This is an optimization exercise on Yosys and OpenROAD, whose aim is small area, not a production implementation.
Function was checked by simulation only, so behaviour that the tests miss may differ from the original.
No activity file was given, so power comes from the tool's default toggle rates.

Design conv_clause_engine, start of the top module:
module conv_clause_engine #(
    parameter int NUM_PE    = 8,
    parameter int IMG_W     = 32,
    parameter int IMG_H     = 32,
    parameter int PATCH_MAX = 7,
    parameter int CNT_W     = 10,
    localparam int PX_W     = IMG_W - 3,
    localparam int PY_W     = IMG_H - 3,
    localparam int PP_W     = PATCH_MAX * PATCH_MAX,
    localparam int HALF_W   = PY_W + PX_W + PP_W,
    localparam int CLAUSE_W = 2 * HALF_W
) (
    input  logic                     clk,
    input  logic                     rst_n,
    input  logic [2:0]               patch_size,
    output logic                     cfg_err,
    input  logic                     clause_valid,
    output logic                     clause_ready,
    input  logic [CLAUSE_W-1:0]      clause_data,
    input  logic                     win_valid,
    input  logic                     win_last,
    input  logic [NUM_PE-1:0]        pe_en,
    input  logic [PX_W-1:0]          win_x,
    input  logic [NUM_PE*PY_W-1:0]   win_y,
    input  logic [NUM_PE*PP_W-1:0]   win_patch,
    input  logic                     img_abort,
    input  logic                     prev_op,
    output logic                     fwd_valid,
    output logic                     fwd_last,
    output logic [NUM_PE-1:0]        fwd_pe_en,
    output logic [PX_W-1:0]          fwd_x,
    output logic [NUM_PE*PY_W-1:0]   fwd_y,
    output logic [NUM_PE*PP_W-1:0]   fwd_patch,
    output logic                     out_valid,
    input  logic                     out_ready,
    output logic                     clause_op,
    output logic [CNT_W-1:0]         match_cnt
);
==> flow/config.mk <==
export PLATFORM = sky130hd
export DESIGN_NAME = conv_clause_engine
export DESIGN_NICKNAME = conv_clause_engine
export VERILOG_FILES = /design/flow/design.v
export SDC_FILE = /design/flow/constraint.sdc
export NUM_CORES = 4
export LEC_CHECK = 0
export CAP_MARGIN = 20
export CORE_AREA = 2 2 378 378
export DIE_AREA = 0 0 380 380
export GPL_TIMING_DRIVEN = 0
export SLEW_MARGIN = 20
export SYNTH_HIERARCHICAL = 1
export SYNTH_MINIMUM_KEEP_SIZE = 0
==> flow/constraint.sdc <==
create_clock -name core_clock -period 5.0 [get_ports {clk}]
set_input_delay 1.0000 -clock core_clock [delete_from_list [all_inputs] [get_ports {clk}]]
set_output_delay 1.0000 -clock core_clock [all_outputs]
set_load 0.01 [all_outputs]
standard.sh (not shown) runs the stock make flow with config.mk's settings and CLKGATE_MAP_FILE= SYNTH_SCRIPT=/design/flow/synth_recipe.tcl, a recipe that flattens the netlist after the stock synthesis.
==> flow/flow/run.sh <==
#!/bin/bash
# Standard ORFS layout with these changes to how it is made:
#  - port buffers are the smallest buffer (buf_1) instead of the default pick,
#  - I/O pins may sit on adjacent routing tracks so the die can be smaller,
#  - CTS uses its own buffer list and sink clusters and no dummy loads,
#  - global routing layer adjustment from flow/fastroute.tcl (if present).
set -euo pipefail
export BUFFER_PORTS_ARGS="-buffer_cell sky130_fd_sc_hd__buf_1"
export PLACE_PINS_ARGS="-min_distance 1 -min_distance_in_tracks"
export CTS_ARGS="-sink_clustering_enable -repair_clock_nets -dont_use_dummy_load -buf_list {sky130_fd_sc_hd__clkbuf_16} -sink_clustering_size 30 -sink_clustering_max_diameter 60"
if [[ -f flow/fastroute.tcl ]]; then export FASTROUTE_TCL="$PWD/flow/fastroute.tcl"; fi
bash standard.sh > standard_flow.log 2>&1
Edit:
==> flow/flow/run.sh (replaced) <==
#!/bin/bash
# Standard ORFS layout with these changes to how it is made:
#  - port buffers are the smallest buffer (buf_1) instead of the default pick,
#  - I/O pins may sit on adjacent routing tracks so the die can be smaller,
#  - CTS uses its own buffer list and sink clusters and no dummy loads,
#  - after global routing, non-critical gates are downsized (RECOVER_POWER),
#  - global routing layer adjustment from flow/fastroute.tcl (if present).
set -euo pipefail
export BUFFER_PORTS_ARGS="-buffer_cell sky130_fd_sc_hd__buf_1"
export PLACE_PINS_ARGS="-min_distance 1 -min_distance_in_tracks"
export RECOVER_POWER=100
export CTS_ARGS="-sink_clustering_enable -repair_clock_nets -dont_use_dummy_load -buf_list {sky130_fd_sc_hd__clkbuf_8} -sink_clustering_size 18 -sink_clustering_max_diameter 80"
if [[ -f flow/fastroute.tcl ]]; then export FASTROUTE_TCL="$PWD/flow/fastroute.tcl"; fi
bash standard.sh > standard_flow.log 2>&1
What happened:
- Now the flow finished but failed the layout checks on max-capacitance violations, max-slew violations
- first-iteration DRC count shrinks by 2.0%
- register-to-register slack gets worse by 0.26 ns
- die area is unchanged
- routed wire length hardly moves
- core utilization shrinks by 0.95 points
- final area shrinks by 2.6%
- final cell count stays flat
- total power shrinks by 8.5%
- count of clock-buffer cells in the layout shrinks by 2
- combinational power hardly moves
Edit:
--- a/flow/flow/run.sh
+++ b/flow/flow/run.sh
@@ -4,10 +4,8 @@
 #  - I/O pins may sit on adjacent routing tracks so the die can be smaller,
 #  - CTS uses its own buffer list and sink clusters and no dummy loads,
-#  - after global routing, non-critical gates are downsized (RECOVER_POWER),
 #  - global routing layer adjustment from flow/fastroute.tcl (if present).
 set -euo pipefail
 export BUFFER_PORTS_ARGS="-buffer_cell sky130_fd_sc_hd__buf_1"
 export PLACE_PINS_ARGS="-min_distance 1 -min_distance_in_tracks"
-export RECOVER_POWER=100
 export CTS_ARGS="-sink_clustering_enable -repair_clock_nets -dont_use_dummy_load -buf_list {sky130_fd_sc_hd__clkbuf_8} -sink_clustering_size 18 -sink_clustering_max_diameter 80"
 if [[ -f flow/fastroute.tcl ]]; then export FASTROUTE_TCL="$PWD/flow/fastroute.tcl"; fi
Settings changed: PLACE_DENSITY set to 0.8.
What happened: With this change the flow passed the timing, DRC and antenna checks; clock-buffer cell count shrinks by 1; die area does not change; first-iteration DRC count came out higher by 10%; setup slack is better by 0.39 ns; synthesized area does not change; utilization stays flat; fmax is higher by 9.8%; design area barely changes; non-clock buffer count is lower by 4; wire length rises by 5.6%.
Edit:
--- a/flow/flow/run.sh
+++ b/flow/flow/run.sh
@@ -8,5 +8,5 @@
 export BUFFER_PORTS_ARGS="-buffer_cell sky130_fd_sc_hd__buf_1"
 export PLACE_PINS_ARGS="-min_distance 1 -min_distance_in_tracks"
-export CTS_ARGS="-sink_clustering_enable -repair_clock_nets -dont_use_dummy_load -buf_list {sky130_fd_sc_hd__clkbuf_8} -sink_clustering_size 18 -sink_clustering_max_diameter 80"
+export CTS_ARGS="-sink_clustering_enable -repair_clock_nets -dont_use_dummy_load -buf_list {sky130_fd_sc_hd__clkbuf_16} -sink_clustering_size 30 -sink_clustering_max_diameter 90"
 if [[ -f flow/fastroute.tcl ]]; then export FASTROUTE_TCL="$PWD/flow/fastroute.tcl"; fi
 bash standard.sh > standard_flow.log 2>&1
Settings changed: CORE_AREA 2 2 378 378 to 2 2 338 338, DIE_AREA 0 0 380 380 to 0 0 340 340, PLACE_DENSITY 0.8 to not set.
=> The changed run stopped in global routing. Synthesized area is unchanged. Synthesized cell count is unchanged.

## separate check: timing with driven ports
In the flow no input, the clock included, has a driving cell. The finished layouts below were timed again as built, in two steps.
Step 1 (the two cells are an assumption about what drives the block):
set clk [get_ports {clk}]
set_driving_cell -lib_cell sky130_fd_sc_hd__clkbuf_16 $clk
set_driving_cell -lib_cell sky130_fd_sc_hd__buf_2 [delete_from_list [all_inputs] $clk]
Step 2 adds t to the input delays and takes it off the output delays; t is the mean of the earliest and latest rising clock arrival at the registers after step 1. Input paths then give back, and output paths get back, about the clock's delay inside the block.
Slacks: no drivers / after step 1 / after step 2; pairs: no drivers / after step 1.
run | t (ns) | slack for setup (ns) | clock arrival spread, ns
the first run | 0.789 | 0.854 / 0.894 / 0.105 | 0.154 / 0.154
the second run | 0.898 | 0.681 / 0.681 / -0.017 | 0.207 / 0.206
the third run | 0.877 | 1.067 / 1.067 / 0.525 | 0.154 / 0.153
The setup slack of the first run, which loses most, moves by +0.040 ns with the drivers and by -0.749 ns with both steps.
